This design comes from an exercise in tuning for small area and a short achievable clock period on the open sky130 flow, not from production work. Where RTL was checked, it was by simulation tests only, not by an equivalence proof against the original. Power and IR drop assume default switching activity.

## wedge_fitter
module wedge_fitter (
	input logic clock,
	input logic reset,
	input logic clear_status,
	input logic [22:0] data_in,  
	input logic ds,
	output logic hold,
	input logic out_re,
	output logic [22:0] data_out,  
	output logic out_valid,
	output logic out_empty,
	input logic nocut,
	input logic [12:0] chi2cut_value,
	output logic [4:0] wedge_status  
);
	logic [22:0] H;
	logic [22:0] S [15];
	logic [4:0] i_cnt, i_cnt_next;
	logic i_empty, i_one, i_full;
	logic push_i, pop_i;
	logic [22:0] s_head;
	assign push_i = ds && !i_full;
	always_ff @(posedge clock)
	begin
		if (push_i)
		begin
			S[0] <= data_in;
			for (int k = 1; k < 15; k++)
				S[k] <= S[k-1];
		end
	end
	always_comb
	begin
		s_head = '0;
		for (int k = 0; k < 15; k++)
			s_head = s_head | (S[k] & {23{i_cnt == 5'(k + 2)}});
	end
	always_ff @(posedge clock)
	begin
		if (pop_i)
			H <= (i_empty || i_one) ? data_in : s_head;
		else if (i_empty)
			H <= data_in;
	end
	always_comb
	begin
		i_cnt_next = i_cnt;
		if (push_i && !pop_i)
			i_cnt_next = i_cnt + 5'd1;
		else if (pop_i && !push_i)
			i_cnt_next = i_cnt - 5'd1;
	end
	always_ff @(posedge clock)
	begin
		if (reset)
		begin
			i_cnt <= '0;
			i_empty <= 1'b1;
			i_one <= 1'b0;
			i_full <= 1'b0;
			hold <= 1'b0;
		end
		else
		begin
			i_cnt <= i_cnt_next;
			i_empty <= (i_cnt_next == 5'd0);
			i_one <= (i_cnt_next == 5'd1);
			i_full <= (i_cnt_next == 5'd16);
			hold <= (i_cnt_next >= 5'd12);
		end
	end
	localparam logic [1:0] C_IDLE = 2'd0, C_ROAD = 2'd1, C_WAIT = 2'd2;
  ...
export LEC_CHECK = 0
export ABC_CLOCK_PERIOD_IN_PS = 1500
export CAP_MARGIN = 0
export CORE_MARGIN = 2
export CORE_UTILIZATION = 65
export CTS_BUF_LIST = sky130_fd_sc_hd__clkbuf_16
export CTS_CLUSTER_DIAMETER = 60
export CTS_CLUSTER_SIZE = 30
export SETUP_SLACK_MARGIN = 4.05
export SLEW_MARGIN = 0
create_clock -name core_clock -period 6.5 [get_ports {clock}]
run.sh (not shown) runs the stock make flow with config.mk's settings and CLKGATE_MAP_FILE= SYNTH_SCRIPT=/design/flow/synth_recipe.tcl, a recipe that flattens the netlist after the stock synthesis.
Rerun with:
ABC_CLOCK_PERIOD_IN_PS = unset   (was 1500)
CAP_MARGIN = 5   (was 0)
CORE_UTILIZATION = 70   (was 65)
SLEW_MARGIN = 5   (was 0)
Area after synthesis stays the same.
Sequential power hardly moves.
Setup slack is worse by 0.019 ns.
Rerun with:
CORE_UTILIZATION = 76   (was 70)
Result: The new run finished clean. Final area went down slightly. Clock skew stays flat. Power went down slightly. Via count went up by a few percent.


## P
wedge_fitter, a different RTL version from the one above (not shown whole).
Size: ~2500 cells after synthesis, about 1200 flip-flops, about 44000 um2 of cells after synthesis.
clock: 6.5 ns
lec_check: 0
cap_margin: 5
core_margin: 2
core_utilization: 70
cts_buf_list: sky130_fd_sc_hd__clkbuf_16
cts_cluster_diameter: 60
cts_cluster_size: 30
setup_slack_margin: 3.9
slew_margin: 5
P: PASS, flow complete, no timing, DRC or antenna violations
What S does differently from P at the input level:
- a change of SETUP_SLACK_MARGIN from 3.9 to 4.2
--- outcome ---
- | count of non-CTS inverters in the layout | higher: S |
- Via count of the first global-routing pass up about 0.9% in S wrt P
- S ended with more achievable frequency than P.
- [compare] base=P new=S: sequential cell area essentially unchanged; delay of the slowest cell on the worst path decreased 80 ps; sequential share of layout area decreased 2.3 points; worst-skew pair later-pin latency increased 30 ps; setup slack of the critical path after layout increased 140 ps.
- The total cell area at the placement stage was comparable across P and S.
- Of P and S, the run reporting the lower final critical-path share of the clock period was S.


wedge_fitter, a different RTL version from the one above (not shown whole).
For scale: roughly 2700 cells after synthesis, roughly 73 I/O pins.
export LEC_CHECK = 0
export CAP_MARGIN = 20
export CORE_MARGIN = 2
export CORE_UTILIZATION = 70
export CTS_BUF_LIST = sky130_fd_sc_hd__clkbuf_8
export SLEW_MARGIN = 20
create_clock -name core_clock -period 6.5 [get_ports {clock}]
==> next run, changes <==
Settings changed: CTS_BUF_LIST sky130_fd_sc_hd__clkbuf_8 to unset.
- final area goes up by 0.47%
- core utilization goes up by 0.37 points
- routed wire length goes up by 0.91%
- non-clock buffer count is unchanged
- via count goes down by 0.62%
- global-route usage goes up by 0.21 points
No functional check of the RTL was part of any run of this note.


Another version of the RTL of wedge_fitter (not shown whole).
Size in the first run: about 2,500 cells after synthesis, ~1,200 flip-flops, about 73 I/O pins, about 0.045 mm^2 of cells after synthesis.
make LEC_CHECK=0 CAP_MARGIN=5 CORE_MARGIN=2 CORE_UTILIZATION=70 CTS_BUF_LIST=sky130_fd_sc_hd__clkbuf_16 CTS_CLUSTER_DIAMETER=60 CTS_CLUSTER_SIZE=30 SETUP_SLACK_MARGIN=4.35 SLEW_MARGIN=5 finish   # period 6.5 ns
Edit:
--- a/flow/config.mk
+++ b/flow/config.mk
@@ -12,4 +12,4 @@
 export CTS_CLUSTER_DIAMETER = 60
 export CTS_CLUSTER_SIZE = 30
-export SETUP_SLACK_MARGIN = 4.35
+export SETUP_SLACK_MARGIN = 4.2
 export SLEW_MARGIN = 5
Effect: The new run passed the timing, design-rule and antenna checks. Via count went down by 2.7%. Design area is lower by 2.4%. Global-route usage goes down by 0.57 points. Synthesized area does not change. Critical path depth is unchanged.
No functional check of the RTL was part of any run of this note.


Setup of xenon:
The RTL this note starts from:
==> flow/design.v <==
`timescale 1ns/1ps
module wedge_fitter (
	input logic clock,
	input logic reset,
	input logic clear_status,
	input logic [22:0] data_in,  
	input logic ds,
	output logic hold,
	input logic out_re,
	output logic [22:0] data_out,  
	output logic out_valid,
	output logic out_empty,
	input logic nocut,
	input logic [12:0] chi2cut_value,
	output logic [4:0] wedge_status  
);
	logic [22:0] H;
	logic [22:0] S [15];
	logic [4:0] i_cnt, i_cnt_next;
	logic i_empty, i_one, i_full;
	logic push_i, pop_i;
	logic [22:0] s_head;
	assign push_i = ds && !i_full;
	always_ff @(posedge clock)
	begin
		if (push_i)
		begin
			S[0] <= data_in;
			for (int k = 1; k < 15; k++)
				S[k] <= S[k-1];
		end
	end
	always_comb
	begin
		s_head = '0;
		for (int k = 0; k < 15; k++)
			s_head = s_head | (S[k] & {23{i_cnt == 5'(k + 2)}});
	end
	always_ff @(posedge clock)
	begin
		if (pop_i)
			H <= (i_empty || i_one) ? data_in : s_head;
		else if (i_empty)
			H <= data_in;
	end
	always_comb
	begin
		i_cnt_next = i_cnt;
		if (push_i && !pop_i)
			i_cnt_next = i_cnt + 5'd1;
		else if (pop_i && !push_i)
			i_cnt_next = i_cnt - 5'd1;
	end
	always_ff @(posedge clock)
	begin
		if (reset)
		begin
			i_cnt <= '0;
			i_empty <= 1'b1;
			i_one <= 1'b0;
			i_full <= 1'b0;
			hold <= 1'b0;
		end
		else
		begin
			i_cnt <= i_cnt_next;
			i_empty <= (i_cnt_next == 5'd0);
			i_one <= (i_cnt_next == 5'd1);
			i_full <= (i_cnt_next == 5'd16);
			hold <= (i_cnt_next >= 5'd12);
		end
	end
	localparam logic [1:0] C_IDLE = 2'd0, C_ROAD = 2'd1, C_WAIT = 2'd2;
	logic [1:0] c_state, c_state_next;
	logic w_ee, w_ep;
	logic t_empty, t_full;
	logic f_idle;
	logic dv;  
	logic drained;
	logic start_road, cand_valid, handoff, invalid_road;
	assign w_ee = H[22];
	assign w_ep = H[21];
	assign drained = t_empty && f_idle && !dv;
	always_comb
	begin
		c_state_next = c_state;
		pop_i = 1'b0;
		start_road = 1'b0;
		cand_valid = 1'b0;
		handoff = 1'b0;
		invalid_road = 1'b0;
		case (c_state)
			C_IDLE:
			begin
				if (!i_empty && w_ee)
					c_state_next = C_WAIT;
				else if (!i_empty && !t_full)
				begin
					pop_i = 1'b1;
					if (w_ep)
						invalid_road = 1'b1;
					else
					begin
						start_road = 1'b1;
						c_state_next = C_ROAD;
					end
				end
			end
			C_ROAD:
			begin
				if (!i_empty && w_ee)
				begin
					invalid_road = 1'b1;
					c_state_next = C_WAIT;
				end
				else if (!i_empty && !t_full)
				begin
					pop_i = 1'b1;
					cand_valid = 1'b1;
					if (w_ep)
						c_state_next = C_IDLE;
				end
			end
			C_WAIT:
			begin
				if (!i_empty && drained)
				begin
					handoff = 1'b1;
					pop_i = 1'b1;
					c_state_next = C_IDLE;
				end
			end
			default: c_state_next = C_IDLE;
		endcase
	end
	always_ff @(posedge clock)
	begin
		if (reset)
			c_state <= C_IDLE;
		else
			c_state <= c_state_next;
	end
	logic [20:0] cur_road;
	logic cur_par;
	logic [12:0] best_chisq;
	logic [7:0] best_track;
	logic best_par;
	logic have_cand;
	logic take;
	logic par_h;
	logic pass_r;
	logic tpar_r;
	function automatic less13(input [12:0] a, input [12:0] b);
		reg [15:0] lt, gt;
		integer w, i;
		begin
			lt = '0;
			gt = '0;
			for (i = 0; i < 13; i = i + 1)
			begin
				lt[i] = !a[i] && b[i];
				gt[i] = a[i] && !b[i];
			end
			for (w = 1; w < 16; w = w * 2)
				for (i = 0; i + w < 16; i = i + 2 * w)
				begin
					lt[i] = lt[i + w] || (!gt[i + w] && lt[i]);
					gt[i] = gt[i + w] || (!lt[i + w] && gt[i]);
				end
			less13 = lt[0];
		end
	endfunction
	assign par_h = ^H[20:0];
	assign take = !have_cand || less13(H[20:8], best_chisq);
	always_ff @(posedge clock)
	begin
		if (start_road)
		begin
			cur_road <= H[20:0];
			cur_par <= par_h;
		end
		if (cand_valid && take)
		begin
			best_chisq <= H[20:8];
			best_track <= H[7:0];
			best_par <= par_h;
		end
		if (cand_valid && w_ep)
		begin
			pass_r <= nocut || (take ? !less13(chi2cut_value, H[20:8]) : !less13(chi2cut_value, best_chisq));
			tpar_r <= !(cur_par ^ (take ? par_h : best_par));
		end
	end
	always_ff @(posedge clock)
	begin
		if (reset)
		begin
			have_cand <= 1'b0;
			dv <= 1'b0;
		end
		else
		begin
			dv <= cand_valid && w_ep;
			if (start_road)
				have_cand <= 1'b0;
			else if (cand_valid)
				have_cand <= 1'b1;
		end
	end
	logic [20:0] T_road [8];
	logic [20:0] T_fit [8];
	logic [3:0] t_cnt, t_cnt_next;
	logic t_push, t_pop;
	assign t_push = dv && pass_r;
	always_ff @(posedge clock)
	begin
		if (t_push)
		begin
			T_road[0] <= cur_road;
			T_fit[0] <= {best_chisq, best_track};
			for (int k = 1; k < 8; k++)
			begin
				T_road[k] <= T_road[k-1];
				T_fit[k] <= T_fit[k-1];
			end
		end
	end
	always_comb
	begin
		t_cnt_next = t_cnt;
		if (t_push && !t_pop)
			t_cnt_next = t_cnt + 4'd1;
		else if (t_pop && !t_push)
			t_cnt_next = t_cnt - 4'd1;
	end
	always_ff @(posedge clock)
	begin
		if (reset)
		begin
			t_cnt <= '0;
			t_empty <= 1'b1;
			t_full <= 1'b0;
		end
		else
		begin
			t_cnt <= t_cnt_next;
			t_empty <= (t_cnt_next == 4'd0);
			t_full <= (t_cnt_next == 4'd8);
		end
	end
	logic acc;
	logic [21:0] ee_hold;  
	always_ff @(posedge clock)
	begin
		if (reset || handoff)
			acc <= 1'b0;
		else if (t_push)
			acc <= acc ^ tpar_r;
	end
	always_ff @(posedge clock)
	begin
		if (handoff)
			ee_hold <= {H[21:9], acc, H[7:0]};
	end
	localparam logic [1:0] F_IDLE = 2'd0, F_TRK = 2'd1, F_EE = 2'd2;
	logic [1:0] f_state, f_state_next;
	logic o_full, o_empty;
	logic o_push, o_pop;
	logic [22:0] out_word;
	assign f_idle = (f_state == F_IDLE);
	always_comb
	begin
		f_state_next = f_state;
		o_push = 1'b0;
		t_pop = 1'b0;
		case (f_state)
			F_IDLE:
			begin
				if (!t_empty)
				begin
					if (!o_full)
					begin
						o_push = 1'b1;
						f_state_next = F_TRK;
					end
				end
				else if (handoff)
					f_state_next = F_EE;
			end
			F_TRK:
			begin
				if (!o_full)
				begin
					o_push = 1'b1;
					t_pop = 1'b1;
					f_state_next = F_IDLE;
				end
			end
			F_EE:
			begin
				if (!o_full)
				begin
					o_push = 1'b1;
					f_state_next = F_IDLE;
				end
			end
			default: f_state_next = F_IDLE;
		endcase
	end
	always_ff @(posedge clock)
	begin
		if (reset)
			f_state <= F_IDLE;
		else
			f_state <= f_state_next;
	end
	logic [7:0] sel_road, sel_fit;
	logic sel_ee;
	logic [20:0] t_head;
	always_ff @(posedge clock)
	begin
		for (int k = 0; k < 8; k++)
		begin
			sel_road[k] <= !reset && f_state_next == F_IDLE && t_cnt_next == 4'(k + 1);
			sel_fit[k] <= !reset && f_state_next == F_TRK && t_cnt_next == 4'(k + 1);
		end
		sel_ee <= !reset && f_state_next == F_EE;
	end
	always_comb
	begin
		t_head = '0;
		for (int k = 0; k < 8; k++)
			t_head = t_head | (T_road[k] & {21{sel_road[k]}}) | (T_fit[k] & {21{sel_fit[k]}});
		out_word = {sel_ee, sel_ee ? ee_hold[21] : (f_state == F_TRK), t_head | (ee_hold[20:0] & {21{sel_ee}})};
	end
	logic [22:0] O [16];
	logic [4:0] o_cnt, o_cnt_next;
	logic [22:0] o_head;
	assign o_pop = out_re && !o_empty;
	always_ff @(posedge clock)
	begin
		if (o_push)
		begin
			O[0] <= out_word;
			for (int k = 1; k < 16; k++)
				O[k] <= O[k-1];
		end
	end
	always_comb
	begin
		o_cnt_next = o_cnt;
		if (o_push && !o_pop)
			o_cnt_next = o_cnt + 5'd1;
		else if (o_pop && !o_push)
			o_cnt_next = o_cnt - 5'd1;
	end
	always_ff @(posedge clock)
	begin
		if (reset)
		begin
			o_cnt <= '0;
			o_empty <= 1'b1;
			o_full <= 1'b0;
			out_valid <= 1'b0;
		end
		else
		begin
			o_cnt <= o_cnt_next;
			o_empty <= (o_cnt_next == 5'd0);
			o_full <= (o_cnt_next == 5'd16);
			out_valid <= o_pop;
		end
	end
	always_comb
	begin
		o_head = '0;
		for (int k = 0; k < 16; k++)
			o_head = o_head | (O[k] & {23{o_cnt == 5'(k + 1)}});
	end
	always_ff @(posedge clock)
	begin
		data_out <= o_head;
	end
	assign out_empty = o_empty;
	logic in_ovf_seen, invalid_seen;
	always_ff @(posedge clock)
	begin
		if (clear_status || reset)
		begin
			in_ovf_seen <= 1'b0;
			invalid_seen <= 1'b0;
		end
		else
		begin
			in_ovf_seen <= in_ovf_seen | (ds && i_full);
			invalid_seen <= invalid_seen | invalid_road;
		end
	end
	assign wedge_status = {in_ovf_seen, 1'b0, invalid_seen, i_empty, o_empty};
endmodule
export LEC_CHECK = 0
export CAP_MARGIN = 5
export CORE_MARGIN = 2
export CORE_UTILIZATION = 70
export CTS_BUF_LIST = sky130_fd_sc_hd__clkbuf_16
export CTS_CLUSTER_DIAMETER = 60
export CTS_CLUSTER_SIZE = 30
export PLACE_DENSITY = 0.75
export SETUP_SLACK_MARGIN = 4.05
export SLEW_MARGIN = 5
create_clock -name core_clock -period 6.5 [get_ports {clock}]
In summary, xenon completed successfully, with a layout that passed the timing, design-rule and antenna checks.
The following lists how fjord was set up differently from xenon:
- SLEW_MARGIN: 5 -> 0
- ABC_CLOCK_PERIOD_IN_PS: unset -> 2500
- CORE_UTILIZATION: 70 -> 65
- PLACE_DENSITY: 0.75 -> unset
- CAP_MARGIN: 5 -> 0
==> summary.txt <==
- Diff xenon -> fjord: area added between synthesis and finish grew by 0.99 points, final-layout clock-cell area share grew by 0.45 points.
- On wire length on met3: between xenon and fjord, it ends up lower for fjord.
- Diff xenon -> fjord: placeable core area picked up an extra 4400 sq um, final clock period utilization by the worst path dropped 0.20 points, number of detailed-routing iterations run before antenna repair lost 4, met2 global-route usage fell by 2.4 points, routed length on met2 went up.
- fjord against xenon; met1 wire length is up by more than 10%.
- Critical path endpoint: out_empty -> fjord, wedge_status[0] -> xenon
- Between fjord and xenon, it is fjord whose final setup slack of the worst path is higher, by 13 ps.
- Comparing wire length for xenon and fjord, the bigger number came from fjord.
Edits applied to the flow inputs when going from fjord to pepper:
- CORE_UTILIZATION changed from 65 to 70
- SLEW_MARGIN changed from 0 to 5
- CAP_MARGIN changed from 0 to 5
- ABC_CLOCK_PERIOD_IN_PS removed (was 2500)
- CTS_BUF_LIST changed from sky130_fd_sc_hd__clkbuf_16 to sky130_fd_sc_hd__clkbuf_8 sky130_fd_sc_hd__clkbuf_16
### Flow results
pepper completed end to end with timing, DRC and antenna clean. Changes observed in pepper relative to fjord: final area down 0.92%, maximum number of pins on one net before global-route repair up 59, register-to-register slack down 30 ps, post-route total power down 1.8%, global routing met2 resource utilization up 2.3 points. The lower worst setup slack after layout came out of pepper. NOTE total met2 wirelength after detailed routing fjord->pepper decreased by a few percent. From fjord to pepper the numbers moved as follows: portion of total power attributed to combinational logic lower, utilization rose 4.5 points, fmax down 0.77%. There was hardly any difference in source-to-sink clock delay at the later pin of the worst-skew pair between fjord and pepper.
--- input diff pepper..indigo ---
- a change of CTS_BUF_LIST from sky130_fd_sc_hd__clkbuf_8 sky130_fd_sc_hd__clkbuf_16 to sky130_fd_sc_hd__clkbuf_16
- an added TNS_END_PERCENT of 20
Results
Between pepper and indigo, the relative area change from synthesis to final layout does not differ in any meaningful way. Going from pepper to indigo, global-route wire length before repair shows an increase of 0.31%; total power shows an increase of 0.41%. dfxtp_4 as the critical path's slowest cell was reported by pepper, and dfxtp_1 by indigo.

what the ideal ports hide:
The flow's constraints put no driver on any port. The routed layouts listed below were extracted and timed again, unchanged, in two steps. Step 1 assumes that a clkbuf_16 drives the clock port and a buf_2 every other input. Step 2 times the ports against the registers' clock, not the clock port: input delays grow and output delays shrink by t, the midpoint of the rising clock arrivals with the driver on. a / b / c = ideal / step 1 / step 2; a / b = the first two.
run	t (ns)	slack for setup (ns)	worst setup path at the end	clock arrival spread, ns	cell pins on the clock port's net
the first run of note 1	0.702	4.031 / 3.964 / 3.452	input to register	0.044 / 0.044	1
the second run of note 1	0.724	4.012 / 3.943 / 3.389	input to register	0.037 / 0.037	1
the third run of note 1	0.729	3.980 / 3.966 / 3.347	input to register	0.039 / 0.040	1
P	0.718	3.902 / 3.867 / 3.225	input to register	0.023 / 0.023	1
S	0.737	4.037 / 3.970 / 3.480	input to register	0.033 / 0.034	1
the first run of note 3	0.883	3.064 / 3.006 / 2.823	input to register	0.038 / 0.039	1
the second run of note 3	0.752	2.973 / 2.973 / 2.849	input to register	0.033 / 0.033	1
the first run of note 4	0.738	4.028 / 3.960 / 3.497	input to register	0.042 / 0.042	1
the second run of note 4	0.731	4.047 / 3.982 / 3.545	input to register	0.052 / 0.052	1
xenon	0.726	4.018 / 3.952 / 3.324	input to register	0.032 / 0.033	1
fjord	0.702	4.031 / 3.964 / 3.452	input to register	0.044 / 0.044	1
pepper	0.724	4.012 / 3.943 / 3.389	input to register	0.037 / 0.037	1
indigo	0.720	3.972 / 3.904 / 3.316	input to register	0.035 / 0.035	1
After both steps every run listed still meets setup and hold. For xenon, which loses most, drivers alone change the setup slack by -0.066 ns; drivers and shift together by -0.694 ns.
